Source: an optimization exercise on an open RTL-to-GDS flow (aim: small area, a short achievable clock period and few clock cycles per item). Production flows keep margins and buffers that such runs may drop.
The RTL was checked by simulation tests, not by an equivalence proof against the original design.

`flow/run.sh`:
```
#!/bin/bash
# synth_recipe.tcl (not shown) runs the flow's synth.tcl, then flattens the netlist and writes it again
# the make line also repeats each setting of config.mk as NAME=value (left out here)
make -C /OpenROAD-flow-scripts/flow DESIGN_CONFIG=/design/flow/config.mk WORK_HOME=/design/flow/orfs CLKGATE_MAP_FILE= SYNTH_SCRIPT=/design/flow/synth_recipe.tcl finish
```
`flow/config.mk`:
```
export PLATFORM = sky130hd
export DESIGN_NAME = flash_sector_mapper
export DESIGN_NICKNAME = flash_sector_mapper
export VERILOG_FILES = /design/flow/design.v
export SDC_FILE = /design/flow/constraint.sdc
export NUM_CORES = 4
export LEC_CHECK = 0
export CAP_MARGIN = 20
export CORE_MARGIN = 2
export CORE_UTILIZATION = 40
export SLEW_MARGIN = 20
```
`flow/constraint.sdc`:
```
create_clock -name core_clock -period 11.0 [get_ports {clk}]
set_input_delay 2.2000 -clock core_clock [delete_from_list [all_inputs] [get_ports {clk}]]
set_output_delay 2.2000 -clock core_clock [all_outputs]
set_load 0.01 [all_outputs]
```
`flow/design.v`:
```
`timescale 1ns / 1ps
`default_nettype none
package fsmap_pkg;
    localparam int S_TDATA_W = 72;
    localparam int M_TDATA_W = 32;
    localparam int OP_W      = 2;
    localparam int PADDR_W   = 5;
    localparam int PDATA_W   = 32;
    localparam logic [23:0] REGION0_RESET = 24'h001004;
    localparam logic [23:0] REGION1_RESET = 24'h004001;
    localparam logic [23:0] REGION2_RESET = 24'h008007;
    localparam logic [23:0] REGION3_RESET = 24'h000000;
    localparam logic [31:0] BASE_RESET    = 32'h0800_0000;
    localparam logic [7:0]  FIRST_RESET   = 8'd0;
    localparam logic [4:0]  SCALE_RESET   = 5'd1;
    localparam logic [1:0] OP_ADDR  = 2'd0;
    localparam logic [1:0] OP_SIZE  = 2'd1;
    localparam logic [1:0] OP_START = 2'd2;
    localparam logic [1:0] OP_END   = 2'd3;
endpackage
`default_nettype wire
`timescale 1ns / 1ps
`default_nettype none
import fsmap_pkg::*;
module fsmap_regs
(
    input  wire                clk,
    input  wire                rst_n,
    input  wire                psel,
    input  wire                penable,
    input  wire                pwrite,
    input  wire  [PADDR_W-1:0] paddr,
    input  wire  [PDATA_W-1:0] pwdata,
    output logic [PDATA_W-1:0] prdata,
    output logic               pready,
    output logic [23:0]        region0,
    output logic [23:0]        region1,
    output logic [23:0]        region2,
    output logic [23:0]        region3,
    output logic [31:0]        base,
    output logic [7:0]         first_index,
    output logic [4:0]         scale,
    output logic               region_wr
);
    logic        wr_en;
    logic [2:0]  ridx;
    logic [31:0] rd_mux;
    assign pready    = 1'b1;
    assign wr_en     = psel && penable && pwrite;
    assign ridx      = paddr[4:2];
    assign region_wr = wr_en && !ridx[2];
    always_comb
    begin
        case (ridx)
            3'd0:    rd_mux = {8'd0, region0};
            3'd1:    rd_mux = {8'd0, region1};
            3'd2:    rd_mux = {8'd0, region2};
            3'd3:    rd_mux = {8'd0, region3};
            3'd4:    rd_mux = base;
            3'd5:    rd_mux = {24'd0, first_index};
            3'd6:    rd_mux = {27'd0, scale};
            default: rd_mux = '0;
        endcase
    end
    always_ff @(posedge clk)
    begin
        prdata <= rd_mux;
    end
    always_ff @(posedge clk or negedge rst_n)
    begin
        if (!rst_n)
        begin
            region0     <= REGION0_RESET;
            region1     <= REGION1_RESET;
            region2     <= REGION2_RESET;
            region3     <= REGION3_RESET;
            base        <= BASE_RESET;
            first_index <= FIRST_RESET;
            scale       <= SCALE_RESET;
        end
        else if (wr_en)
        begin
            case (ridx)
                3'd0: region0     <= pwdata[23:0];
                3'd1: region1     <= pwdata[23:0];
                3'd2: region2     <= pwdata[23:0];
                3'd3: region3     <= pwdata[23:0];
                3'd4: base        <= pwdata;
                3'd5: first_index <= pwdata[7:0];
                3'd6: scale       <= pwdata[4:0];
                default: ;
            endcase
        end
    end
endmodule
`default_nettype wire
`timescale 1ns / 1ps
`default_nettype none
import fsmap_pkg::*;
module fsmap_ctrl
(
    input  wire          clk,
    input  wire          rst_n,
    input  wire  [23:0]  region0,
    input  wire  [23:0]  region1,
    input  wire  [23:0]  region2,
    input  wire  [23:0]  region3,
    input  wire          region_wr,
    input  wire          adv,
    input  wire          r2_v,
    input  wire          r2_end,
    input  wire  [7:0]   r2_j,
    input  wire  [15:0]  r2_size,
    input  wire          r4_v,
    input  wire          r4_div,
    input  wire  [23:0]  r4_off,
    input  wire  [15:0]  r4_size,
    input  wire  [26:0]  pos,
    output logic         fast,
    output logic [3:0]   shf0,
    output logic [3:0]   shf1,
    output logic [3:0]   shf2,
    output logic [3:0]   shf3,
    output logic [3:0]   szero,
    output logic [9:0]   cum1,
    output logic [9:0]   cum2,
    output logic [9:0]   cum3,
    output logic [9:0]   cum4,
    output logic [25:0]  end0,
    output logic [25:0]  end1,
    output logic [25:0]  end2,
    output logic [25:0]  end3,
    output logic         pre_inject,
    output logic [7:0]   pre_cnt,
    output logic [1:0]   pre_reg,
    output logic         busy,
    output logic         busy_next,
    output logic         idle_next,
    output logic         stall,
    output logic [23:0]  acc
);
    logic [7:0]  cnt  [4];
    logic [15:0] size [4];
    logic [3:0]  live;
    logic [3:0]  pow2;
    logic [3:0]  shf_c [4];
    logic [9:0]  c1, c2, c3, c4;
    assign size[0] = region0[23:8];
    assign size[1] = region1[23:8];
    assign size[2] = region2[23:8];
    assign size[3] = region3[23:8];
    assign live[0] = |region0[7:0];
    assign live[1] = live[0] && |region1[7:0];
    assign live[2] = live[1] && |region2[7:0];
    assign live[3] = live[2] && |region3[7:0];
    assign cnt[0] = live[0] ? region0[7:0] : 8'd0;
    assign cnt[1] = live[1] ? region1[7:0] : 8'd0;
    assign cnt[2] = live[2] ? region2[7:0] : 8'd0;
    assign cnt[3] = live[3] ? region3[7:0] : 8'd0;
    assign c1 = 10'(cnt[0]);
    assign c2 = c1 + 10'(cnt[1]);
    assign c3 = c2 + 10'(cnt[2]);
    assign c4 = c3 + 10'(cnt[3]);
    function automatic logic onehot0_16(input logic [15:0] v);
        logic [7:0] a1, m1;
        logic [3:0] a2, m2;
        logic [1:0] a3, m3;
        for (int i = 0; i < 8; i++)
        begin
            a1[i] = v[2*i] | v[2*i+1];
            m1[i] = v[2*i] & v[2*i+1];
        end
        for (int i = 0; i < 4; i++)
        begin
            a2[i] = a1[2*i] | a1[2*i+1];
            m2[i] = m1[2*i] | m1[2*i+1] | (a1[2*i] & a1[2*i+1]);
        end
        for (int i = 0; i < 2; i++)
        begin
            a3[i] = a2[2*i] | a2[2*i+1];
            m3[i] = m2[2*i] | m2[2*i+1] | (a2[2*i] & a2[2*i+1]);
        end
        onehot0_16 = !(m3[0] | m3[1] | (a3[0] & a3[1]));
    endfunction
    function automatic logic [3:0] bitpos_16(input logic [15:0] v);
        logic [3:0] p;
        for (int k = 0; k < 4; k++)
        begin
            p[k] = 1'b0;
            for (int b = 0; b < 16; b++)
                if ((b >> k) & 1)
                    p[k] = p[k] | v[b];
        end
        bitpos_16 = p;
    endfunction
    always_comb
    begin
        for (int r = 0; r < 4; r++)
        begin
            shf_c[r] = bitpos_16(size[r]);
            pow2[r]  = onehot0_16(size[r]);
        end
    end
    always_ff @(posedge clk)
    begin
        fast  <= &(pow2 | ~live);
        shf0  <= shf_c[0];
        shf1  <= shf_c[1];
        shf2  <= shf_c[2];
        shf3  <= shf_c[3];
        szero <= {size[3] == 16'd0, size[2] == 16'd0, size[1] == 16'd0, size[0] == 16'd0};
        cum1  <= c1;
        cum2  <= c2;
        cum3  <= c3;
        cum4  <= c4;
    end
    typedef enum logic [2:0] {
        S_START = 3'd0,      
        S_PINJ  = 3'd1,      
        S_PMUL  = 3'd2,      
        S_PWR   = 3'd3,      
        S_IDLE  = 3'd4,
        S_QMUL  = 3'd5,      
        S_QDIV  = 3'd6,      
        S_QDONE = 3'd7       
    } st_t;
    st_t        st, st_n;
    logic [2:0] step, step_n;
    logic [1:0] r, r_n;
    logic       inj_q;
    logic [1:0] wr_r;
    logic       wr_end;
    logic        mul;
    logic        m_bit;
    logic [24:0] a_in;
    logic [24:0] b_in;
    logic [25:0] sum;
    logic        d_ge;
    assign busy       = (st == S_START) || (st == S_PINJ) || (st == S_PMUL) || (st == S_PWR);
    assign busy_next  = (st_n == S_START) || (st_n == S_PINJ) || (st_n == S_PMUL) || (st_n == S_PWR);
    assign idle_next  = (st_n == S_IDLE);
    assign pre_inject = (st == S_PINJ);
    assign pre_cnt    = cnt[r];
    assign pre_reg    = r;
    assign stall = !fast && ((r2_v && r2_end) || (r4_v && r4_div)) && (st != S_QDONE);
    assign mul    = (st == S_PMUL) || (st == S_QMUL);
    assign m_bit  = r2_j[3'd7 - step];
    assign a_in   = (step == 3'd0) ? (mul ? 25'd0 : {r4_off, 1'b0}) : {acc, 1'b0};
    assign b_in   = mul ? (m_bit ? 25'(r2_size) : 25'd0) : ~{1'b0, r4_size, 8'd0};
    assign sum    = {1'b0, a_in} + {1'b0, b_in} + 26'(!mul);
    assign d_ge   = sum[25];
    always_ff @(posedge clk)
    begin
        if (mul)
            acc <= sum[23:0];
        else if (st == S_QDIV)
            acc <= d_ge ? {sum[23:8], a_in[7:1], 1'b1} : {a_in[23:1], 1'b0};
    end
    assign wr_end = fast ? inj_q : (st == S_PWR);
    always_ff @(posedge clk)
    begin
        inj_q <= pre_inject;
        wr_r  <= r;
        if (wr_end)
        begin
            case (fast ? wr_r : r)
                2'd0:    end0 <= pos[25:0];
                2'd1:    end1 <= pos[25:0];
                2'd2:    end2 <= pos[25:0];
                default: end3 <= pos[25:0];
            endcase
        end
    end
    always_comb
    begin
        st_n   = st;
        step_n = step;
        r_n    = r;
        if (region_wr)
        begin
            st_n   = S_START;
            step_n = '0;
            r_n    = '0;
        end
        else
        begin
            case (st)
                S_START:
                begin
                    r_n    = '0;
                    step_n = step + 1'b1;
                    if (step[0])
                    begin
                        step_n = '0;
                        st_n   = S_PINJ;
                    end
                end
                S_PINJ:
                begin
                    step_n = '0;
                    if (!fast)
                        st_n = S_PMUL;
                    else
                    begin
                        r_n = r + 1'b1;
                        if (r == 2'd3)
                            st_n = S_PWR;
                    end
                end
                S_PMUL, S_QMUL, S_QDIV:
                begin
                    step_n = step + 1'b1;
                    if (step == 3'd7)
                        st_n = (st == S_PMUL) ? S_PWR : S_QDONE;
                end
                S_PWR:
                begin
                    r_n = r + 1'b1;
                    if (fast || r == 2'd3)
                        st_n = S_IDLE;
                    else
                        st_n = S_PINJ;
                end
                S_IDLE:
                begin
                    step_n = '0;
                    if (!fast && r2_v && r2_end)
                        st_n = S_QMUL;
                    else if (!fast && r4_v && r4_div)
                        st_n = S_QDIV;
                end
                default:     
                begin
                    step_n = '0;
                    if (adv)
                        st_n = S_IDLE;
                end
            endcase
        end
    end
    always_ff @(posedge clk or negedge rst_n)
    begin
        if (!rst_n)
        begin
            st   <= S_START;
            step <= '0;
            r    <= '0;
        end
        else
        begin
            st   <= st_n;
            step <= step_n;
            r    <= r_n;
        end
    end
endmodule
`default_nettype wire
`timescale 1ns / 1ps
`default_nettype none
import fsmap_pkg::*;
module fsmap_dp
(
    input  wire          clk,
    input  wire          rst_n,
    input  wire  [23:0]  region0,
    input  wire  [23:0]  region1,
    input  wire  [23:0]  region2,
    input  wire  [23:0]  region3,
    input  wire  [31:0]  base,
    input  wire  [7:0]   first_index,
    input  wire  [4:0]   scale,
    input  wire          s_tvalid,
    output logic         s_tready,
    input  wire  [71:0]  s_tdata,
    input  wire  [1:0]   s_tuser,
    output logic         m_tvalid,
    input  wire          m_tready,
    output logic [31:0]  m_tdata,
    output logic         m_tuser,
    input  wire          fast,
    input  wire  [3:0]   shf0,
    input  wire  [3:0]   shf1,
    input  wire  [3:0]   shf2,
    input  wire  [3:0]   shf3,
    input  wire  [3:0]   szero,
    input  wire  [9:0]   cum1,
    input  wire  [9:0]   cum2,
    input  wire  [9:0]   cum3,
    input  wire  [9:0]   cum4,
    input  wire  [25:0]  end0,
    input  wire  [25:0]  end1,
    input  wire  [25:0]  end2,
    input  wire  [25:0]  end3,
    input  wire          pre_inject,
    input  wire  [7:0]   pre_cnt,
    input  wire  [1:0]   pre_reg,
    input  wire          busy,
    input  wire          busy_next,
    input  wire          idle_next,
    input  wire          stall,
    input  wire  [23:0]  acc,
    output logic         adv,
    output logic         r2_v,
    output logic         r2_end,
    output logic [7:0]   r2_j,
    output logic [15:0]  r2_size,
    output logic         r4_v,
    output logic         r4_div,
    output logic [23:0]  r4_off,
    output logic [15:0]  r4_size,
    output logic [26:0]  pos
);
    logic [15:0] size [4];
    logic [3:0]  shf  [4];
    assign size[0] = region0[23:8];
    assign size[1] = region1[23:8];
    assign size[2] = region2[23:8];
    assign size[3] = region3[23:8];
    assign shf[0]  = shf0;
    assign shf[1]  = shf1;
    assign shf[2]  = shf2;
    assign shf[3]  = shf3;
    logic accept;
    logic r1_v, r3_v, r5_v;
    logic [31:0] addr;
    logic [7:0]  sec;
    logic [31:0] nbytes;
    logic        is_end0;
    logic [21:0] x0;
    logic        dec0;
    logic        eq0;
    assign addr    = s_tdata[31:0];
    assign sec     = s_tdata[39:32];
    assign nbytes  = s_tdata[71:40];
    assign is_end0 = (s_tuser == OP_END);
    assign x0   = is_end0 ? nbytes[31:10] : addr[31:10];
    assign dec0 = is_end0 ? (nbytes[9:0] == 10'd0) : (addr[9:0] < base[9:0]);
    assign eq0  = is_end0 ? (nbytes[9:0] == 10'd0) : (addr[9:0] == base[9:0]);
    logic [1:0]  r1_op;
    logic [21:0] r1_x;
    logic        r1_dec;
    logic        r1_eq;
    logic [7:0]  r1_sec;
    logic        r1_is_end;
    logic [22:0] kdiff;
    logic [10:0] t1, t2, t3, t4;
    logic        sfound;
    logic [1:0]  s_reg;
    logic [7:0]  s_j;
    logic [7:0]  sh_in;
    logic [1:0]  sh_reg;
    logic [22:0] prod1;
    logic        ok1;
    assign r1_is_end = (r1_op == OP_END);
    assign kdiff     = {1'b0, r1_x} - {1'b0, (r1_is_end ? 22'd0 : base[31:10])} - 23'(r1_dec);
    assign t1 = {3'd0, r1_sec} - {1'b0, cum1};
    assign t2 = {3'd0, r1_sec} - {1'b0, cum2};
    assign t3 = {3'd0, r1_sec} - {1'b0, cum3};
    assign t4 = {3'd0, r1_sec} - {1'b0, cum4};
    assign sfound = t4[10];
    always_comb
    begin
        if (t1[10])      begin s_reg = 2'd0; s_j = r1_sec;  end
        else if (t2[10]) begin s_reg = 2'd1; s_j = t1[7:0]; end
        else if (t3[10]) begin s_reg = 2'd2; s_j = t2[7:0]; end
        else             begin s_reg = 2'd3; s_j = t3[7:0]; end
    end
    assign sh_in  = busy ? pre_cnt : s_j;
    assign sh_reg = busy ? pre_reg : s_reg;
    assign prod1  = !fast ? 23'(sh_in)
                  : szero[sh_reg] ? 23'd0
                  : 23'({15'd0, sh_in} << shf[sh_reg]);
    always_comb
    begin
        case (r1_op)
            OP_ADDR:  ok1 = 1'b1;
            OP_SIZE:  ok1 = sfound;
            OP_START: ok1 = !kdiff[22] && r1_eq;
            default:  ok1 = sfound && !((r1_x == 22'd0) && r1_eq);
        endcase
    end
    logic [1:0]  r2_op;
    logic [21:0] r2_k;
    logic [22:0] r2_prod;
    logic [1:0]  r2_reg;
    logic        r2_ok;
    logic [25:0] e_before;
    logic [23:0] prod2;
    assign r2_end  = (r2_op == OP_END);
    assign r2_j    = r2_prod[7:0];
    assign r2_size = size[r2_reg];
    always_comb
    begin
        case (r2_reg)
            2'd0:    e_before = '0;
            2'd1:    e_before = end0;
            2'd2:    e_before = end1;
            default: e_before = end2;
        endcase
    end
    assign prod2 = fast ? 24'(r2_prod) : acc;
    assign pos   = (r2_end ? 27'(e_before) + 27'(prod2) : 27'd0) + 27'(r2_k);
    logic [1:0]  r3_op;
    logic [26:0] r3_pos;
    logic [1:0]  r3_reg;
    logic        r3_ok;
    logic [27:0] dm0, dm1, dm2;
    logic        found;
    logic [1:0]  p_reg;
    logic [23:0] p_off;
    logic        ok3;
    assign dm0   = {1'b0, r3_pos} - 28'(end0);
    assign dm1   = {1'b0, r3_pos} - 28'(end1);
    assign dm2   = {1'b0, r3_pos} - 28'(end2);
    assign found = (r3_pos < 27'(end3));
    always_comb
    begin
        if (dm0[27])      begin p_reg = 2'd0; p_off = r3_pos[23:0]; end
        else if (dm1[27]) begin p_reg = 2'd1; p_off = dm0[23:0];    end
        else if (dm2[27]) begin p_reg = 2'd2; p_off = dm1[23:0];    end
        else              begin p_reg = 2'd3; p_off = dm2[23:0];    end
    end
    assign ok3 = (r3_op == OP_SIZE) ? r3_ok : (r3_ok && found);
    logic [1:0]  r4_op;
    logic [1:0]  r4_reg;
    logic        r4_ok;
    logic [3:0]  sh4;
    logic [7:0]  quo;
    logic        rem_zero;
    logic [9:0]  before4;
    logic [10:0] idx;
    assign r4_div  = (r4_op != OP_SIZE);
    assign r4_size = size[r4_reg];
    assign sh4     = shf[r4_reg];
    always_comb
    begin
        case (r4_reg)
            2'd0:    before4 = 10'd0;
            2'd1:    before4 = cum1;
            2'd2:    before4 = cum2;
            default: before4 = cum3;
        endcase
    end
    assign quo      = fast ? 8'(r4_off >> sh4) : acc[7:0];
    assign rem_zero = fast ? ((r4_off & ~(24'hFF_FFFF << sh4)) == 24'd0)
                           : (acc[23:8] == 16'd0);
    assign idx      = ((r4_op == OP_ADDR) ? 11'(first_index) : 11'd0) + 11'(before4) + 11'(quo);
    logic [1:0]  r5_op;
    logic [10:0] r5_idx;
    logic [1:0]  r5_reg;
    logic        r5_ok;
    logic        r5_rz;
    logic [15:0] scaled;
    logic [15:0] ans;
    logic        vres;
    assign scaled = 16'(r5_idx) * 16'(scale);
    always_comb
    begin
        case (r5_op)
            OP_ADDR:  begin ans = r5_ok ? scaled : 16'd0;         vres = r5_ok; end
            OP_SIZE:  begin ans = r5_ok ? size[r5_reg] : 16'd0;   vres = r5_ok; end
            OP_START: begin ans = 16'(r5_ok && r5_rz);            vres = 1'b1;  end
            default:  begin ans = r5_ok ? 16'(r5_idx) : 16'd0;    vres = r5_ok; end
        endcase
    end
    logic        hv, kv;
    logic [15:0] h_ans, k_ans;
    logic        h_vr, k_vr;
    logic        pop, push;
    logic        hv_n, kv_n;
    assign pop  = hv && m_tready;
    assign push = adv && r5_v;
    always_comb
    begin
        hv_n = hv;
        kv_n = kv;
        if (pop)
        begin
            hv_n = kv || push;
            kv_n = kv && push;
        end
        else if (push)
        begin
            hv_n = 1'b1;
            kv_n = hv;
        end
    end
    always_ff @(posedge clk)
    begin
        if (pop ? (kv || push) : (push && !hv))
        begin
            h_ans <= (pop && kv) ? k_ans : ans;
            h_vr  <= (pop && kv) ? k_vr  : vres;
        end
        if (push && (pop ? kv : hv))
        begin
            k_ans <= ans;
            k_vr  <= vres;
        end
    end
    assign m_tvalid = hv;
    assign m_tdata  = {16'd0, h_ans};
    assign m_tuser  = h_vr;
    logic r1_v_n, r2_v_n, r3_v_n, r4_v_n, r5_v_n;
    logic s_tready_n;
    assign adv    = !kv && !stall;
    assign accept = s_tvalid && s_tready;
    assign r1_v_n = adv ? accept : r1_v;
    assign r2_v_n = adv ? r1_v   : r2_v;
    assign r3_v_n = adv ? r2_v   : r3_v;
    assign r4_v_n = adv ? r3_v   : r4_v;
    assign r5_v_n = adv ? r4_v   : r5_v;
    assign s_tready_n = !kv_n && !busy_next
                     && (fast || (idle_next && !r1_v_n && !r2_v_n && !r3_v_n && !r4_v_n && !r5_v_n));
    always_ff @(posedge clk or negedge rst_n)
    begin
        if (!rst_n)
        begin
            r1_v     <= 1'b0;
            r2_v     <= 1'b0;
            r3_v     <= 1'b0;
            r4_v     <= 1'b0;
            r5_v     <= 1'b0;
            hv       <= 1'b0;
            kv       <= 1'b0;
            s_tready <= 1'b0;
        end
        else
        begin
            r1_v     <= r1_v_n;
            r2_v     <= r2_v_n;
            r3_v     <= r3_v_n;
            r4_v     <= r4_v_n;
            r5_v     <= r5_v_n;
            hv       <= hv_n;
            kv       <= kv_n;
            s_tready <= s_tready_n;
        end
    end
    always_ff @(posedge clk)
    begin
        if (adv)
        begin
            r1_op  <= s_tuser;
            r1_x   <= x0;
            r1_dec <= dec0;
            r1_eq  <= eq0;
            r1_sec <= sec;
        end
        if (pre_inject || (adv && !busy))
        begin
            r2_op   <= pre_inject ? OP_END : r1_op;
            r2_k    <= pre_inject ? 22'd0 : kdiff[21:0];
            r2_prod <= prod1;
            r2_reg  <= pre_inject ? pre_reg : s_reg;
            r2_ok   <= ok1;
        end
        if (adv)
        begin
            r3_op  <= r2_op;
            r3_pos <= pos;
            r3_reg <= r2_reg;
            r3_ok  <= r2_ok;
            r4_op  <= r3_op;
            r4_off <= p_off;
            r4_reg <= (r3_op == OP_SIZE) ? r3_reg : p_reg;
            r4_ok  <= ok3;
            r5_op  <= r4_op;
            r5_idx <= idx;
            r5_reg <= r4_reg;
            r5_ok  <= r4_ok;
            r5_rz  <= rem_zero;
        end
    end
endmodule
`default_nettype wire
`timescale 1ns / 1ps
`default_nettype none
import fsmap_pkg::*;
module flash_sector_mapper
(
    input  wire                  clk,
    input  wire                  rst_n,
    input  wire                  s_tvalid,
    output logic                 s_tready,
    input  wire  [S_TDATA_W-1:0] s_tdata,    
    input  wire  [OP_W-1:0]      s_tuser,    
    output logic                 m_tvalid,
    input  wire                  m_tready,
    output logic [M_TDATA_W-1:0] m_tdata,    
    output logic                 m_tuser,    
    input  wire                  psel,
    input  wire                  penable,
    input  wire                  pwrite,
    input  wire  [PADDR_W-1:0]   paddr,
    input  wire  [PDATA_W-1:0]   pwdata,
    output logic [PDATA_W-1:0]   prdata,
    output logic                 pready
);
    logic [23:0] region0, region1, region2, region3;
    logic [31:0] base;
    logic [7:0]  first_index;
    logic [4:0]  scale;
    logic        region_wr;
    logic        fast;
    logic [3:0]  shf0, shf1, shf2, shf3, szero;
    logic [9:0]  cum1, cum2, cum3, cum4;
    logic [25:0] end0, end1, end2, end3;
    logic        pre_inject;
    logic [7:0]  pre_cnt;
    logic [1:0]  pre_reg;
    logic        busy, busy_next, idle_next, stall;
    logic [23:0] acc;
    logic        adv, r2_v, r2_end, r4_v, r4_div;
    logic [7:0]  r2_j;
    logic [15:0] r2_size, r4_size;
    logic [23:0] r4_off;
    logic [26:0] pos;
    fsmap_regs u_regs (
        .clk         (clk),
        .rst_n       (rst_n),
        .psel        (psel),
        .penable     (penable),
        .pwrite      (pwrite),
        .paddr       (paddr),
        .pwdata      (pwdata),
        .prdata      (prdata),
        .pready      (pready),
        .region0     (region0),
        .region1     (region1),
        .region2     (region2),
        .region3     (region3),
        .base        (base),
        .first_index (first_index),
        .scale       (scale),
        .region_wr   (region_wr)
    );
    fsmap_ctrl u_ctrl (
        .clk        (clk),
        .rst_n      (rst_n),
        .region0    (region0),
        .region1    (region1),
        .region2    (region2),
        .region3    (region3),
        .region_wr  (region_wr),
        .adv        (adv),
        .r2_v       (r2_v),
        .r2_end     (r2_end),
        .r2_j       (r2_j),
        .r2_size    (r2_size),
        .r4_v       (r4_v),
        .r4_div     (r4_div),
        .r4_off     (r4_off),
        .r4_size    (r4_size),
        .pos        (pos),
        .fast       (fast),
        .shf0       (shf0),
        .shf1       (shf1),
        .shf2       (shf2),
        .shf3       (shf3),
        .szero      (szero),
        .cum1       (cum1),
        .cum2       (cum2),
        .cum3       (cum3),
        .cum4       (cum4),
        .end0       (end0),
        .end1       (end1),
        .end2       (end2),
        .end3       (end3),
        .pre_inject (pre_inject),
        .pre_cnt    (pre_cnt),
        .pre_reg    (pre_reg),
        .busy       (busy),
        .busy_next  (busy_next),
        .idle_next  (idle_next),
        .stall      (stall),
        .acc        (acc)
    );
    fsmap_dp u_dp (
        .clk         (clk),
        .rst_n       (rst_n),
        .region0     (region0),
        .region1     (region1),
        .region2     (region2),
        .region3     (region3),
        .base        (base),
        .first_index (first_index),
        .scale       (scale),
        .s_tvalid    (s_tvalid),
        .s_tready    (s_tready),
        .s_tdata     (s_tdata),
        .s_tuser     (s_tuser),
        .m_tvalid    (m_tvalid),
        .m_tready    (m_tready),
        .m_tdata     (m_tdata),
        .m_tuser     (m_tuser),
        .fast        (fast),
        .shf0        (shf0),
        .shf1        (shf1),
        .shf2        (shf2),
        .shf3        (shf3),
        .szero       (szero),
        .cum1        (cum1),
        .cum2        (cum2),
        .cum3        (cum3),
        .cum4        (cum4),
        .end0        (end0),
        .end1        (end1),
        .end2        (end2),
        .end3        (end3),
        .pre_inject  (pre_inject),
        .pre_cnt     (pre_cnt),
        .pre_reg     (pre_reg),
        .busy        (busy),
        .busy_next   (busy_next),
        .idle_next   (idle_next),
        .stall       (stall),
        .acc         (acc),
        .adv         (adv),
        .r2_v        (r2_v),
        .r2_end      (r2_end),
        .r2_j        (r2_j),
        .r2_size     (r2_size),
        .r4_v        (r4_v),
        .r4_div      (r4_div),
        .r4_off      (r4_off),
        .r4_size     (r4_size),
        .pos         (pos)
    );
endmodule
`default_nettype wire
```
==> flow_summary_export.csv, run 1 <==
group,metric,value,unit
status,run_status,"timing/DRC/antenna clean",
layout,multi_input_area,23200,um^2
floorplanning,fp.dieW,323,um
sta,whs,421,ps
floorplanning,io_pins,186,
critical_path,crit_required,11290,ps
synthesis,synth_ff_type,"edfxtp_1",
layout,instances_no_fill,5527,
critical_path,worstPathArrival,7000,ps
floorplanning,die_y,323,um
clocking,cts_root_buf,"clkbuf_16",
clocking,cts_buffer_depth,3,
sta,relSlewSlack,31.2,%
routing,wirelength,124000,um
synthesis,ys_seq_area_share,38.2,%
critical_path,worstPathMaxFanout,53,
sta,final_hold_viol_count,0,
clocking,hold_buffers,0,
place,place_area,43600,um^2
critical_path,crit_type,"register to register",
synthesis,synth_top_family_by_area,"compound AO/OA/AOI/OAI gates",
synthesis,synthTopCellsByCount,"333 x inv_1, 324 x edfxtp_1, 320 x ha_1, 313 x nand2_1, 247 x nor2_1",
floorplanning,core,100000,um^2
clocking,cts_setup_buffers,0,
hold_path,hold_class,"register to register",
clocking,path_clk_slew,60,ps
layout,drive_gt1_share,12.9,%
synthesis,syn_inst,4008,
floorplanning,die-area,104000,um^2
synthesis,synthAdderAreaFrac,12.4,%
routing,wl_per_cell,22.4,um
sta,finalWorstSetupSlack,4290,ps
sta,finalCritPeriodShare,61.0,%
sta,rsz0062_at_grt,"false",
clocking,clkSinkCount,574,
synthesis,synth_area_leaders,"edfxtp_1 24%, ha_1 9.9%, dfrtp_1 9.1%",
routing,vias,31200,
synthesis,async_flop_share,27.4,%
sta,tightest_slew,1020,ps
clocking,insertion_delay,630,ps
global_routing,grt_usage,23.4,%
layout,seq_area,15500,um^2
synthesis,synth_top_cell_by_area,"edfxtp_1",
synthesis,synth.area.mux_share,13.0,%
synthesis,netlist_area,40600,um^2
place,dpl_worst_slack,4390,ps
synthesis,synth_top_area_share,23.9,%
routing,drtIter0Drc,2735,
place,dp.cells,5406,
flow_run,max-cap-violations,0,
layout,stdcell_area,45900,um^2
global_routing,grt_pass1_wl,185000,um
global_routing,grt_pass1_vias,29800,
sta,fin_crit,6710,ps
sta,fmax,149,MHz
synthesis,synth_cell_type_count,96,
sta,clock_skew,35.9,ps
floorplanning,start_util,40.5,%
layout,fill_cells,9583,
place,dpl.hpwl,93800,um
layout,diodes,0,
routing,final_antenna_net_count,0,
layout,layout.nets,4607,
synthesis,synth_edf_count,324,
clocking,ctsHtreeMaxLevel,3,
clocking,cts_made_buffers,68,
floorplanning,rows,116,
clocking,post_cts_resized,0,
synthesis,synth_xor_area_share,3.99,%
global_routing,grt_max_degree,92,
critical_path,cp-end-kind,"register",
synthesis,synth_compound_area_share,15.5,%
layout,syn2layout_area_growth,13.1,%
sta,slew_viol_final,0,
critical_path,crit_path_start_kind,"register",
layout,top_regs,"u_regs.base: 32 flops, u_regs.prdata: 32 flops, u_dp.r3_pos: 27 flops",
synthesis,synth-simple-area-share,11.9,%
routing,drtPass1Iterations,8,
synthesis,synth_most_common_cell,"inv_1",
sta,tns,0,ps
place,gp_congestion,0.933,
routing,avgViaCountPerCell,5.64,
layout,fin_util,45.7,%
synthesis,syn_avg_cell_area,10.1,um^2
global_routing,antenna_found_initial,3,
global_routing,gr-total-overflow,0,
clocking,tritoncts,"done",
routing,drc,0,
synthesis,ys_ff_latch,574,
place,io_buffers,166,
synthesis,ys.warnings.count,8,
sta,setup_violations,0,
cells in the final DEF (no fill, tap or decap), drive strengths merged, types with 78 or more instances in the layout:
master and count:
nor2 248, dfxtp 93, clkbuf 87, nand2 313
a21o 114, edfxtp 324, mux2 245, and2 90
dfrtp 147, o21ai 215, a21oi 227, inv 336
mux4 78, ha 320, xnor2 116, clkdlybuf4s50 163
worst max-delay path, stage by stage, from the launching register on:
cell and delay, ps:
edfxtp_1 350, buf_4 230, buf_4 340, nor2b_2 240, buf_4 270, a22o_1 280
ha_1 230, fa_1 460, a21o_1 170, a21oi_1 280, nor3_1 130, nor3_1 310
nor2_1 180, a21oi_1 180, nor2b_1 60, nor2_1 110, xor2_1 210, nor2_1 70
ha_1 410, nand2_1 70, nor4_1 460, o221ai_1 290, o21bai_1 180, a21oi_1 90
xnor2_1 710
worst paths after layout:
check / end / startpoint / slack, ps / depth (start not counted)
worst min-delay path: u_dp.r3_ok / u_dp.r2_ok / 420 / 0
worst min register to register: u_dp.r3_ok / u_dp.r2_ok / 420 / 0
worst max register to register: u_dp.r3_pos[19] / u_dp.r2_reg[0] / 4290 / 24
min in group asynchronous: u_regs.base[5] / rst_n / 1640 / 1
worst max-delay path: u_dp.r3_pos[19] / u_dp.r2_reg[0] / 4290 / 24
max in group asynchronous: u_regs.region0[22] / rst_n / 7870 / 2
layout make-up:
type	instances	area share (%)
Multi-Input combinational cell	2934	50.5
Sequential cell	574	33.8
Clock inverter	34	0.703
Inverter	336	2.74
Clock buffer	87	4.29
Tap cell	1357	3.70
Timing Repair Buffer	205	4.23
routing by layer:
layer	vias to the layer above	GRT usage, %	share of wire, %
met3	189	3.67	6.0
met4	4	10.1	4.4
met1	15100	31.6	44
met2	1014	37.3	46
li1	14800	-	-
met5	-	0	0.019
cell families after synthesis:
group,Yosys count
adder cells (fa/ha/maj),372
buffers and inverters,515
AND/OR/NAND/NOR,1009
other,2
AO/OA/AOI/OAI,955
XOR/XNOR,185
flip-flops,574
multiplexers,396
Testbench counts, summed over its fixed seeds: cycles 4,992, queries 4,800.
==> run 2: changes to the inputs <==
--- a/flow/config.mk
+++ b/flow/config.mk
@@ -8,4 +8,5 @@
 export CAP_MARGIN = 20
 export CORE_MARGIN = 2
 export CORE_UTILIZATION = 40
+export SETUP_SLACK_MARGIN = 5
 export SLEW_MARGIN = 20
==> flow_summary_export.csv, run 2 <==
group,metric,value,unit
critical_path,crit_type,"register to register",
synthesis,ys.warnings.count,8,
routing,final_antenna_net_count,0,
synthesis,synthTopCellsByCount,"333 x inv_1, 324 x edfxtp_1, 320 x ha_1, 313 x nand2_1, 247 x nor2_1",
layout,multi_input_area,23300,um^2
routing,wirelength,126000,um
layout,syn2layout_area_growth,13.9,%
synthesis,netlist_area,40600,um^2
sta,tns,0,ps
sta,fmax,174,MHz
critical_path,reg2regPathDepth,21,
clocking,insertion_delay,650,ps
sta,clock_skew,42.8,ps
synthesis,ys_ff_latch,574,
place,place_area,43600,um^2
synthesis,syn_avg_cell_area,10.1,um^2
synthesis,synth_cell_type_count,96,
floorplanning,io_pins,186,
routing,avgViaCountPerCell,5.68,
sta,final_hold_viol_count,0,
synthesis,synth_top_area_share,23.9,%
routing,drtIter0Drc,2865,
layout,fill_cells,9528,
status,run_status,"timing/DRC/antenna clean",
floorplanning,die_y,323,um
hold_path,min_delay_worst_endpoint,"u_dp.r3_ok",
layout,top_regs,"u_regs.base: 32 flops, u_regs.prdata: 32 flops, u_dp.r3_pos: 27 flops",
flow_run,max-cap-violations,0,
critical_path,cp-end-kind,"register",
synthesis,synth_edf_count,324,
routing,wl_per_cell,22.7,um
sta,finalCritPeriodShare,52.2,%
sta,setup_violations,0,
synthesis,synth_ff_type,"edfxtp_1",
synthesis,synth_area_leaders,"edfxtp_1 24%, ha_1 9.9%, dfrtp_1 9.1%",
synthesis,syn_inst,4008,
layout,drive_gt1_share,13.4,%
sta,slew_viol_final,0,
global_routing,gr-total-overflow,0,
place,io_buffers,166,
layout,final_common_cell,"inv_1",
place,gp_congestion,0.934,
global_routing,grt_pass1_vias,30100,
global_routing,antenna_found_initial,7,
floorplanning,start_util,40.5,%
synthesis,async_flop_share,27.4,%
global_routing,grt_usage,23.9,%
sta,finalWorstSetupSlack,5260,ps
floorplanning,die-area,104000,um^2
synthesis,synth_most_common_cell,"inv_1",
place,dpl.hpwl,94800,um
critical_path,r2r_slack,5260,ps
place,dpl_worst_slack,4260,ps
sta,fin_crit,5740,ps
routing,drtPass1Iterations,7,
floorplanning,fp.dieW,323,um
critical_path,worstPathArrival,6120,ps
critical_path,r2r_start,"u_dp.r4_reg[1]",
clocking,clkSinkCount,574,
global_routing,grt_max_degree,96,
routing,drc,0,
hold_path,hold_class,"register to register",
clocking,cts_root_buf,"clkbuf_16",
floorplanning,core,100000,um^2
layout,layout.nets,4616,
layout,stdcell_area,46300,um^2
synthesis,synth_top_cell_by_area,"edfxtp_1",
hold_path,hold_start,"u_dp.r2_ok",
clocking,path_clk_slew,60,ps
clocking,tritoncts,"done",
synthesis,ys_seq_area_share,38.2,%
layout,seq_area,15500,um^2
global_routing,grt_pass1_wl,188000,um
sta,relSlewSlack,24.8,%
sta,tightest_slew,1110,ps
clocking,cts_made_buffers,69,
clocking,cts_buffer_depth,3,
critical_path,crit_required,11370,ps
clocking,ctsHtreeMaxLevel,3,
clocking,hold_buffers,0,
critical_path,crit_path_start_kind,"register",
routing,vias,31500,
sta,rsz0062_at_grt,"false",
floorplanning,rows,116,
critical_path,rr_endpoint,"u_dp.r5_idx[9]",
layout,final_cell_mix,"333 x inv_1, 324 x edfxtp_1, 318 x ha_1",
hold_path,whs_path_depth,0,
critical_path,worstPathMaxFanout,32,
[run 2: kinds of logic after synthesis]
| kind of cell | synth area share (%) |
|---|---|
| adder cells (fa/ha/maj) | 12.4 |
| XOR/XNOR | 3.99 |
| flip-flops | 38.2 |
| AO/OA/AOI/OAI | 15.5 |
| multiplexers | 13.0 |
| other | 0.0185 |
| AND/OR/NAND/NOR | 11.9 |
| buffers and inverters | 4.98 |
[run 2: final cells by class]
type,instances,share of cell area [%]
Multi-Input combinational cell,2934,50.3
Clock inverter,34,0.851
Clock buffer,92,4.32
Timing Repair Buffer,213,4.54
Inverter,336,2.72
Antenna cell,2,0.0108
Tap cell,1357,3.67
Sequential cell,574,33.6
[run 2: worst max path at each step]
stage	start	to	depth (start not counted)
final	u_dp.r4_reg[1]	u_dp.r5_idx[9]	21
after global routing	u_dp.r2_reg[0]	u_dp.r3_pos[26]	26
after CTS	u_dp.r2_reg[0]	u_ctrl.end0[25]	25
after detailed placement	u_dp.r2_reg[0]	u_dp.r3_pos[25]	25
after global placement	u_dp.r2_reg[0]	u_ctrl.end3[25]	25
after floorplan	u_ctrl.fast	u_ctrl.end0[25]	24
[run 2: worst max-delay path, stage by stage (launching register included)]
cell	delay (ps)
edfxtp_1	320
buf_4	510
mux4_2	960
mux2i_1	310
nor2b_1	160
a211oi_1	60
a21oi_1	280
nand2_1	80
o21ai_0	170
o21ai_1	300
fa_1	620
ha_1	170
inv_1	60
fa_1	430
inv_1	70
a21oi_1	60
o21bai_1	190
a21oi_1	100
o21bai_1	200
a21o_1	150
a21oi_1	70
xor2_1	150
[run 2: what timing repair did]
item	CTS	global route
pin swaps	0	2
setup buffers	1	7
hold endpoints to repair	0	0
endpoints found under the setup margin	56	56
cloned	0	2
gates resized for setup	13	15
[run 2: stage by stage]
stage | util, % | hold slack (ps) | cells
finish | 46.1 | 430 | 5542
global route | 46.1 | 457 | 5540
CTS | 45.9 | 438 | 5530
detailed placement | 43.4 | 422 | 5403
global placement | 43.4 | 425 | 5403
floorplan | - | 400 | 4023
[run 2: layer usage]
layer	track usage (%)	routed length, um
met4	10.5	6000
met2	37.8	56800
met5	0	32
met3	3.16	7750
met1	32.6	55300
==> run 3: changes to the inputs <==
==> flow/flow/run.sh (new file) <==
#!/bin/bash
set -euo pipefail
export SETUP_SLACK_MARGIN=7
bash standard.sh > run.log 2>&1
==> flow/standard.sh (new file) <==
#!/bin/bash
# synth_recipe.tcl (not shown) runs the flow's synth.tcl, then flattens the netlist and writes it again
# the make line also repeats each setting of config.mk as NAME=value (left out here)
make -C /OpenROAD-flow-scripts/flow DESIGN_CONFIG=/design/flow/config.mk WORK_HOME=/design/flow/orfs CLKGATE_MAP_FILE= SYNTH_SCRIPT=/design/flow/synth_recipe.tcl "${@:-finish}"
--- a/flow/config.mk
+++ b/flow/config.mk
@@ -8,5 +8,4 @@
 export CAP_MARGIN = 20
 export CORE_MARGIN = 2
 export CORE_UTILIZATION = 40
-export SETUP_SLACK_MARGIN = 5
 export SLEW_MARGIN = 20
removed: flow/run.sh
==> flow_summary_export.csv, run 3 <==
group,metric,value,unit
floorplanning,start_util,40.5,%
critical_path,worstPathArrival,5640,ps
critical_path,worstPathMaxFanout,7,
layout,top_regs,"u_regs.base: 32 flops, u_regs.prdata: 32 flops, u_dp.r3_pos: 27 flops",
synthesis,synth_area_leaders,"edfxtp_1 24%, ha_1 9.9%, dfrtp_1 9.1%",
clocking,cts_made_buffers,67,
routing,wirelength,134000,um
sta,relSlewSlack,27.1,%
critical_path,crit_slowest_cell,"edfxtp_1",
synthesis,synth_edf_count,324,
sta,slew_viol_final,0,
global_routing,grt_pass1_wl,198000,um
floorplanning,rows,116,
clocking,tritoncts,"done",
routing,avgViaCountPerCell,5.76,
critical_path,r2r_start,"u_dp.r2_reg[0]",
synthesis,async_flop_share,27.4,%
global_routing,grt_max_degree,93,
sta,whs,444,ps
sta,rsz0062_at_grt,"true",
routing,wl_per_cell,23.5,um
clocking,insertion_delay,640,ps
clocking,cts_root_buf,"clkbuf_16",
synthesis,netlist_area,40600,um^2
critical_path,crit_required,11330,ps
sta,tns,0,ps
clocking,cts_buffer_depth,3,
synthesis,synth_cell_type_count,96,
floorplanning,die-area,104000,um^2
synthesis,synth_top_cell_by_area,"edfxtp_1",
place,dpl.hpwl,95900,um
flow_run,max-cap-violations,0,
sta,fmax,189,MHz
critical_path,cp-end-kind,"register",
layout,fill_cells,9177,
routing,drc,0,
floorplanning,die_y,323,um
sta,fin_crit,5300,ps
place,dpl_worst_slack,4540,ps
hold_path,hold_start,"u_dp.r3_op[1]",
synthesis,syn_avg_cell_area,10.1,um^2
clocking,ctsHtreeMaxLevel,3,
critical_path,reg2regPathDepth,26,
global_routing,antenna_found_initial,8,
synthesis,ys_ff_latch,574,
sta,tightest_slew,1080,ps
place,place_area,44000,um^2
layout,stdcell_area,49900,um^2
synthesis,synth_most_common_cell,"inv_1",
clocking,path_clk_slew,60,ps
sta,final_hold_viol_count,0,
synthesis,ys.warnings.count,8,
sta,clock_skew,27.4,ps
clocking,hold_buffers,0,
hold_path,whs_path_depth,0,
layout,final_cell_mix,"324 x edfxtp_1, 323 x inv_1, 296 x nand2_1",
layout,drive_gt1_share,23.5,%
global_routing,gr-total-overflow,0,
synthesis,synth_top_area_share,23.9,%
floorplanning,io_pins,186,
clocking,clkSinkCount,574,
sta,finalWorstSetupSlack,5700,ps
routing,drtPass1Iterations,6,
layout,multi_input_area,25400,um^2
synthesis,syn_inst,4008,
critical_path,rr_endpoint,"u_ctrl.end0[23]",
critical_path,r2r_slack,5700,ps
hold_path,hold_class,"register to register",
layout,syn2layout_area_growth,22.8,%
sta,finalCritPeriodShare,48.2,%
routing,drtIter0Drc,2965,
routing,vias,32900,
synthesis,synthTopCellsByCount,"333 x inv_1, 324 x edfxtp_1, 320 x ha_1, 313 x nand2_1, 247 x nor2_1",
synthesis,synth_ff_type,"edfxtp_1",
floorplanning,core,100000,um^2
layout,seq_area,15500,um^2
layout,final_common_cell,"edfxtp_1",
critical_path,crit_type,"register to register",
layout,layout.nets,4788,
routing,final_antenna_net_count,0,
place,gp_congestion,0.940,
global_routing,grt_pass1_vias,31300,
synthesis,ys_seq_area_share,38.2,%
critical_path,crit_top_cell,"a21o_1",
critical_path,crit_path_start_kind,"register",
sta,setup_violations,0,
global_routing,grt_usage,25.2,%
critical_path,crit_path_max_incr_delay,480,ps
place,io_buffers,166,
status,run_status,"timing/DRC/antenna clean",
floorplanning,fp.dieW,323,um
hold_path,min_delay_worst_endpoint,"u_dp.r4_op[1]",
[run 3: per-stage QoR]
| stage | instances | util [%] |
|---|---|---|
| after floorplan | 4023 | - |
| after CTS | 5620 | 47.8 |
| after detailed placement | 5399 | 43.8 |
| final | 5712 | 49.7 |
| after global routing | 5710 | 49.7 |
| after global placement | 5399 | 43.8 |
[run 3: cell type report]
cell class | count | share of cell area [%]
clock buffer | 90 | 3.83
multi-input combinational | 2941 | 50.9
clock inverter | 31 | 0.569
timing repair buffer | 379 | 7.54
inverter | 336 | 2.56
timing repair inverter | 1 | 0.0100
tap | 1357 | 3.40
sequential | 574 | 31.1
antenna | 3 | 0.0150
[run 3: kinds of logic (layout without fill, tap and decap cells)]
| family | count (synthesis) | after routing | share of synthesized area, % |
|---|---|---|---|
| flip-flops | 574 | 574 | 38.2 |
| AND/OR/NAND/NOR | 1009 | 1011 | 11.9 |
| buffers and inverters | 515 | 837 | 4.98 |
| other | 2 | 20 | 0.0185 |
| AO/OA/AOI/OAI | 955 | 957 | 15.5 |
| adder cells (fa/ha/maj) | 372 | 372 | 12.4 |
| XOR/XNOR | 185 | 185 | 3.99 |
| multiplexers | 396 | 399 | 13.0 |
[run 3: layer usage]
metal  vias up  track usage [%]  part of all wire (%)
met5         -                0                 0.019
met4         4             12.5                   5.5
met3       299             4.14                   7.0
met2      1322             39.2                    45
met1     16100             34.0                    42
li1      15200                -                     -
[run 3: worst max-delay path: cells and delay by family (launching register included)]
kind | cells | cell delay [ps]
AO/OA/AOI/OAI | 13 | 2510
XOR/XNOR | 2 | 310
adder cells (fa/ha/maj) | 2 | 470
buffers and inverters | 3 | 480
flip-flops | 1 | 480
AND/OR/NAND/NOR | 6 | 740
[run 3: worst max-delay path by stage]
stage	cells past startpoint	start	end
floorplan	24	u_dp.r2_reg[0]	u_ctrl.end0[25]
CTS	25	u_dp.r2_reg[0]	u_ctrl.end3[25]
global route	26	u_ctrl.fast	u_ctrl.end0[23]
global placement	22	u_dp.r2_reg[0]	u_ctrl.end1[19]
detailed placement	22	u_dp.r2_reg[0]	u_ctrl.end2[19]
finish	26	u_dp.r2_reg[0]	u_ctrl.end0[23]
[run 3: what timing repair did]
item	in CTS	in global routing
setup endpoints to repair	438	246
setup buffers	84	87
resized for setup	191	248
pin swaps	68	110
gates cloned	16	2
==> run 4: changes to the inputs <==
--- a/flow/design.v
+++ b/flow/design.v
@@ -108,11 +108,15 @@
     input  wire          region_wr,
     input  wire          adv,
     input  wire          r2_v,
+    input  wire          r2_v_n,
     input  wire          r2_end,
+    input  wire          r2_end_n,
     input  wire  [7:0]   r2_j,
     input  wire  [15:0]  r2_size,
     input  wire          r4_v,
+    input  wire          r4_v_n,
     input  wire          r4_div,
+    input  wire          r4_div_n,
     input  wire  [23:0]  r4_off,
     input  wire  [15:0]  r4_size,
     input  wire  [26:0]  pos,
@@ -158,9 +162,9 @@
     assign cnt[2] = live[2] ? region2[7:0] : 8'd0;
     assign cnt[3] = live[3] ? region3[7:0] : 8'd0;
     assign c1 = 10'(cnt[0]);
-    assign c2 = c1 + 10'(cnt[1]);
+    assign c2 = 10'(cnt[0]) + 10'(cnt[1]);
     assign c3 = c2 + 10'(cnt[2]);
-    assign c4 = c3 + 10'(cnt[3]);
+    assign c4 = c2 + (10'(cnt[2]) + 10'(cnt[3]));
     function automatic logic onehot0_16(input logic [15:0] v);
         logic [7:0] a1, m1;
         logic [3:0] a2, m2;
@@ -242,7 +246,13 @@
     assign pre_inject = (st == S_PINJ);
     assign pre_cnt    = cnt[r];
     assign pre_reg    = r;
-    assign stall = !fast && ((r2_v && r2_end) || (r4_v && r4_div)) && (st != S_QDONE);
+    always_ff @(posedge clk or negedge rst_n)
+    begin
+        if (!rst_n)
+            stall <= 1'b0;
+        else
+            stall <= !fast && ((r2_v_n && r2_end_n) || (r4_v_n && r4_div_n)) && (st_n != S_QDONE);
+    end
     assign mul    = (st == S_PMUL) || (st == S_QMUL);
     assign m_bit  = r2_j[3'd7 - step];
     assign a_in   = (step == 3'd0) ? (mul ? 25'd0 : {r4_off, 1'b0}) : {acc, 1'b0};
@@ -401,11 +411,15 @@
     input  wire  [23:0]  acc,
     output logic         adv,
     output logic         r2_v,
+    output logic         r2_v_n,
     output logic         r2_end,
+    output logic         r2_end_n,
     output logic [7:0]   r2_j,
     output logic [15:0]  r2_size,
     output logic         r4_v,
+    output logic         r4_v_n,
     output logic         r4_div,
+    output logic         r4_div_n,
     output logic [23:0]  r4_off,
     output logic [15:0]  r4_size,
     output logic [26:0]  pos
@@ -452,7 +466,7 @@
     logic [22:0] prod1;
     logic        ok1;
     assign r1_is_end = (r1_op == OP_END);
-    assign kdiff     = {1'b0, r1_x} - {1'b0, (r1_is_end ? 22'd0 : base[31:10])} - 23'(r1_dec);
+    assign kdiff     = {1'b0, r1_x} + {1'b1, ~(r1_is_end ? 22'd0 : base[31:10])} + 23'(!r1_dec);
     assign t1 = {3'd0, r1_sec} - {1'b0, cum1};
     assign t2 = {3'd0, r1_sec} - {1'b0, cum2};
     assign t3 = {3'd0, r1_sec} - {1'b0, cum3};
@@ -468,7 +482,7 @@
     assign sh_in  = busy ? pre_cnt : s_j;
     assign sh_reg = busy ? pre_reg : s_reg;
     assign prod1  = !fast ? 23'(sh_in)
-                  : szero[sh_reg] ? 23'd0
+                  : (szero[sh_reg] || !(r1_is_end || busy)) ? 23'd0
                   : 23'({15'd0, sh_in} << shf[sh_reg]);
     always_comb
     begin
@@ -483,23 +497,18 @@
     logic [21:0] r2_k;
     logic [22:0] r2_prod;
     logic [1:0]  r2_reg;
+    logic [3:0]  r2_oh;
     logic        r2_ok;
     logic [25:0] e_before;
     logic [23:0] prod2;
     assign r2_end  = (r2_op == OP_END);
     assign r2_j    = r2_prod[7:0];
     assign r2_size = size[r2_reg];
-    always_comb
-    begin
-        case (r2_reg)
-            2'd0:    e_before = '0;
-            2'd1:    e_before = end0;
-            2'd2:    e_before = end1;
-            default: e_before = end2;
-        endcase
-    end
-    assign prod2 = fast ? 24'(r2_prod) : acc;
-    assign pos   = (r2_end ? 27'(e_before) + 27'(prod2) : 27'd0) + 27'(r2_k);
+    assign e_before = ({26{r2_oh[1] && r2_end}} & end0)
+                    | ({26{r2_oh[2] && r2_end}} & end1)
+                    | ({26{r2_oh[3] && r2_end}} & end2);
+    assign prod2 = fast ? 24'(r2_prod) : (r2_end ? acc : 24'd0);
+    assign pos   = 27'(e_before) + 27'(prod2) + 27'(r2_k);
     logic [1:0]  r3_op;
     logic [26:0] r3_pos;
     logic [1:0]  r3_reg;
@@ -523,6 +532,7 @@
     assign ok3 = (r3_op == OP_SIZE) ? r3_ok : (r3_ok && found);
     logic [1:0]  r4_op;
     logic [1:0]  r4_reg;
+    logic [3:0]  r4_oh;
     logic        r4_ok;
     logic [3:0]  sh4;
     logic [7:0]  quo;
@@ -531,16 +541,9 @@
     logic [10:0] idx;
     assign r4_div  = (r4_op != OP_SIZE);
     assign r4_size = size[r4_reg];
-    assign sh4     = shf[r4_reg];
-    always_comb
-    begin
-        case (r4_reg)
-            2'd0:    before4 = 10'd0;
-            2'd1:    before4 = cum1;
-            2'd2:    before4 = cum2;
-            default: before4 = cum3;
-        endcase
-    end
+    assign sh4     = ({4{r4_oh[0]}} & shf0) | ({4{r4_oh[1]}} & shf1)
+                   | ({4{r4_oh[2]}} & shf2) | ({4{r4_oh[3]}} & shf3);
+    assign before4 = ({10{r4_oh[1]}} & cum1) | ({10{r4_oh[2]}} & cum2) | ({10{r4_oh[3]}} & cum3);
     assign quo      = fast ? 8'(r4_off >> sh4) : acc[7:0];
     assign rem_zero = fast ? ((r4_off & ~(24'hFF_FFFF << sh4)) == 24'd0)
                            : (acc[23:8] == 16'd0);
@@ -601,9 +604,11 @@
     assign m_tvalid = hv;
     assign m_tdata  = {16'd0, h_ans};
     assign m_tuser  = h_vr;
-    logic r1_v_n, r2_v_n, r3_v_n, r4_v_n, r5_v_n;
+    logic r1_v_n, r3_v_n, r5_v_n;
     logic s_tready_n;
     assign adv    = !kv && !stall;
+    assign r2_end_n = pre_inject ? 1'b1 : ((adv && !busy) ? (r1_op == OP_END) : r2_end);
+    assign r4_div_n = adv ? (r3_op != OP_SIZE) : r4_div;
     assign accept = s_tvalid && s_tready;
     assign r1_v_n = adv ? accept : r1_v;
     assign r2_v_n = adv ? r1_v   : r2_v;
@@ -653,6 +658,7 @@
             r2_k    <= pre_inject ? 22'd0 : kdiff[21:0];
             r2_prod <= prod1;
             r2_reg  <= pre_inject ? pre_reg : s_reg;
+            r2_oh   <= 4'd1 << (pre_inject ? pre_reg : s_reg);
             r2_ok   <= ok1;
         end
         if (adv)
@@ -664,6 +670,7 @@
             r4_op  <= r3_op;
             r4_off <= p_off;
             r4_reg <= (r3_op == OP_SIZE) ? r3_reg : p_reg;
+            r4_oh  <= 4'd1 << ((r3_op == OP_SIZE) ? r3_reg : p_reg);
             r4_ok  <= ok3;
             r5_op  <= r4_op;
             r5_idx <= idx;
@@ -711,7 +718,7 @@
     logic [1:0]  pre_reg;
     logic        busy, busy_next, idle_next, stall;
     logic [23:0] acc;
-    logic        adv, r2_v, r2_end, r4_v, r4_div;
+    logic        adv, r2_v, r2_v_n, r2_end, r2_end_n, r4_v, r4_v_n, r4_div, r4_div_n;
     logic [7:0]  r2_j;
     logic [15:0] r2_size, r4_size;
     logic [23:0] r4_off;
@@ -745,11 +752,15 @@
         .region_wr  (region_wr),
         .adv        (adv),
         .r2_v       (r2_v),
+        .r2_v_n     (r2_v_n),
         .r2_end     (r2_end),
+        .r2_end_n   (r2_end_n),
         .r2_j       (r2_j),
         .r2_size    (r2_size),
         .r4_v       (r4_v),
+        .r4_v_n     (r4_v_n),
         .r4_div     (r4_div),
+        .r4_div_n   (r4_div_n),
         .r4_off     (r4_off),
         .r4_size    (r4_size),
         .pos        (pos),
@@ -818,11 +829,15 @@
         .acc         (acc),
         .adv         (adv),
         .r2_v        (r2_v),
+        .r2_v_n      (r2_v_n),
         .r2_end      (r2_end),
+        .r2_end_n    (r2_end_n),
         .r2_j        (r2_j),
         .r2_size     (r2_size),
         .r4_v        (r4_v),
+        .r4_v_n      (r4_v_n),
         .r4_div      (r4_div),
+        .r4_div_n    (r4_div_n),
         .r4_off      (r4_off),
         .r4_size     (r4_size),
         .pos         (pos)
==> flow/run.sh (new file) <==
#!/bin/bash
# synth_recipe.tcl (not shown) runs the flow's synth.tcl, then flattens the netlist and writes it again
# the make line also repeats each setting of config.mk as NAME=value (left out here)
make -C /OpenROAD-flow-scripts/flow DESIGN_CONFIG=/design/flow/config.mk WORK_HOME=/design/flow/orfs CLKGATE_MAP_FILE= SYNTH_SCRIPT=/design/flow/synth_recipe.tcl finish
--- a/flow/config.mk
+++ b/flow/config.mk
@@ -8,4 +8,5 @@
 export CAP_MARGIN = 20
 export CORE_MARGIN = 2
 export CORE_UTILIZATION = 40
+export SETUP_SLACK_MARGIN = 5
 export SLEW_MARGIN = 20
removed: flow/flow/run.sh
removed: flow/standard.sh
==> flow_summary_export.csv, run 4 <==
group,metric,value,unit
floorplanning,io_pins,186,
layout,syn2layout_area_growth,12.7,%
synthesis,synth_edf_count,331,
synthesis,ys_ff_latch,582,
clocking,path_clk_slew,60,ps
sta,clock_skew,29.5,ps
synthesis,syn_avg_cell_area,10.1,um^2
sta,setup_violations,0,
routing,drtPass1Iterations,6,
routing,final_antenna_net_count,0,
floorplanning,die-area,104000,um^2
critical_path,worstPathMaxFanout,61,
place,io_buffers,166,
sta,rsz0062_at_grt,"false",
synthesis,ys_seq_area_share,38.8,%
routing,vias,31500,
sta,fmax,176,MHz
layout,final_common_cell,"inv_1",
floorplanning,die_y,323,um
routing,wirelength,126000,um
sta,finalCritPeriodShare,51.7,%
synthesis,synth_cell_type_count,108,
floorplanning,core,100000,um^2
synthesis,synth_ff_type,"edfxtp_1",
sta,slew_viol_final,0,
critical_path,reg2regPathDepth,20,
synthesis,ys.warnings.count,8,
routing,drc,0,
layout,drive_gt1_share,12.4,%
sta,tightest_slew,996,ps
clocking,cts_made_buffers,68,
clocking,cts_root_buf,"clkbuf_16",
sta,finalWorstSetupSlack,5310,ps
hold_path,whs_path_depth,0,
global_routing,grt_pass1_vias,30300,
critical_path,r2r_slack,5310,ps
global_routing,antenna_found_initial,5,
global_routing,grt_pass1_wl,188000,um
clocking,ctsHtreeMaxLevel,3,
routing,wl_per_cell,22.7,um
clocking,hold_buffers,0,
floorplanning,rows,116,
critical_path,crit_path_start_kind,"register",
layout,final_cell_mix,"365 x inv_1, 331 x edfxtp_1, 318 x nand2_1",
layout,layout.nets,4608,
routing,drtIter0Drc,2604,
global_routing,gr-total-overflow,0,
hold_path,hold_class,"register to register",
sta,tns,0,ps
floorplanning,start_util,40.5,%
flow_run,max-cap-violations,0,
clocking,insertion_delay,620,ps
synthesis,synth_most_common_cell,"inv_1",
clocking,clkSinkCount,582,
layout,top_regs,"u_regs.base: 32 flops, u_regs.prdata: 32 flops, u_dp.r3_pos: 27 flops",
clocking,tritoncts,"done",
global_routing,grt_max_degree,102,
sta,fin_crit,5690,ps
global_routing,grt_usage,23.7,%
routing,avgViaCountPerCell,5.68,
synthesis,synth_area_leaders,"edfxtp_1 24%, dfrtp_1 9.1%, ha_1 8.9%",
synthesis,synth_top_cell_by_area,"edfxtp_1",
place,dpl_worst_slack,4890,ps
critical_path,crit_type,"register to register",
place,gp_congestion,0.953,
sta,relSlewSlack,33.4,%
place,dpl.hpwl,95400,um
layout,fill_cells,9577,
status,run_status,"timing/DRC/antenna clean",
synthesis,netlist_area,40700,um^2
critical_path,cp-end-kind,"register",
critical_path,worstPathArrival,6050,ps
sta,final_hold_viol_count,0,
synthesis,async_flop_share,27.1,%
clocking,cts_buffer_depth,3,
synthesis,synth_top_area_share,24.4,%
critical_path,crit_required,11360,ps
synthesis,syn_inst,4027,
floorplanning,fp.dieW,323,um
synthesis,synthTopCellsByCount,"366 x inv_1, 331 x edfxtp_1, 319 x nand2_1, 288 x ha_1, 258 x a21oi_1",
run 4: cell count changes after synthesis, moves of 21 or more:
cell,before,now
a211oi_1,43,22
a21o_1,114,71
a21oi_1,227,258
a22o_1,63,39
fa_1,50,72
ha_1,320,288
inv_1,333,366
mux2i_1,72,44
run 4: logic make-up (layout without fill, tap and decap cells):
| group | after synthesis | count (layout) | share of synthesized area, % |
|---|---|---|---|
| compound gates | 959 | 959 | 15.5 |
| simple gates | 1059 | 1059 | 12.8 |
| fa+ha+maj | 362 | 362 | 12.5 |
| other cells | 2 | 19 | 0.0185 |
| buf+inv | 560 | 703 | 5.51 |
| xor+xnor | 159 | 159 | 3.43 |
| mux | 344 | 344 | 11.5 |
| flops | 582 | 582 | 38.8 |
run 4: layout make-up:
class	instances	area (um^2)	area share, %
Antenna cell	2	5.00	0.0109
Clock buffer	89	1900	4.14
Clock inverter	36	318	0.693
Inverter	368	1390	3.02
Multi-Input combinational cell	2900	22800	49.7
Sequential cell	582	15800	34.4
Tap cell	1357	1700	3.70
Timing Repair Buffer	209	1990	4.35
Timing Repair inverter	1	5.00	0.0109
run 4: worst max-delay path, cell delays in order, from the launching register on:
cell and delay, ps:
dfxtp_2 330, buf_6 390, clkinvlp_4 440, and3_1 260, a21oi_1 320, fa_1 490
inv_1 70, ha_1 180, inv_1 70, fa_1 460, nor2b_1 120, o21ai_0 150
a21oi_1 250, o21ai_0 220, a21oi_1 250, a221oi_1 170, o21ai_1 410, nor3_1 120
o21bai_1 210, a21oi_1 110, xnor2_1 360
run 4: repair_timing:
item | in CTS | in global routing
gates cloned | 1 | 0
gates resized for setup | 1 | 2
buffers inserted | 0 | 0
endpoints found under the setup margin | 5 | 10
run 4: per-layer routing:
metal	global-route usage [%]	part of all wire, %
met5	0	0.029
met4	9.84	4.4
met3	3.64	6.3
met2	37.4	45
met1	32.6	44
run 4: metrics by stage:
stage	instances	hold WS (ps)	utilization, %	instance area (um^2)
4_1_cts	5541	432	45.6	45800
3_5_place_dp	5415	417	43.4	43600
3_3_place_gp	5415	415	43.4	43600
6_report	5544	428	45.6	45800
2_1_floorplan	4042	400	-	40700
5_1_grt	5542	442	45.6	45800
run 4: worst paths after layout:
path,start,to
worst min register to register,u_dp.r4_ok,u_dp.r5_ok
max in group asynchronous,rst_n,u_regs.region0[2]
worst max register to register,u_ctrl.fast,u_ctrl.end1[25]
min in group asynchronous,rst_n,u_regs.base[31]
worst max-delay path,u_ctrl.fast,u_ctrl.end1[25]
worst min-delay path,u_dp.r4_ok,u_dp.r5_ok
Testbench counts of run 4, summed over its fixed seeds: cycles 4,992, queries 4,800.

==> afterwards: timing with drivers on the ports <==
In the flow no input, the clock included, has a driving cell. The finished layouts below were timed again as built, in two steps.
Step 1 sets driving cells, clkbuf_16 on the clock port and buf_2 on the other inputs (assumed; they add their load-dependent delay and slew).
Step 2 adds t to the input delays and takes it off the output delays; t is the mean of the earliest and latest rising clock arrival at the registers after step 1. Input paths then give back, and output paths get back, about the clock's delay inside the block.
Slacks: ideal / step 1 / step 2; pairs: ideal / step 1.
| run | shift t [ns] | setup slack, ns | worst hold slack (ns) | worst data-port slew with drivers (ns) | cell pins on the clock port's net |
|---|---|---|---|---|---|
| run 1 | 0.679 | 4.289 / 4.289 / 4.289 | 0.421 / 0.421 / 0.421 | 0.10 | 1 |
| run 2 | 0.693 | 5.256 / 5.256 / 5.256 | 0.430 / 0.430 / 0.430 | 0.12 | 1 |
| run 3 | 0.696 | 5.696 / 5.696 / 5.696 | 0.444 / 0.444 / 0.444 | 0.10 | 1 |
| run 4 | 0.679 | 5.311 / 5.311 / 5.311 | 0.428 / 0.428 / 0.428 | 0.09 | 1 |
After both steps setup and hold are still met in every run listed.
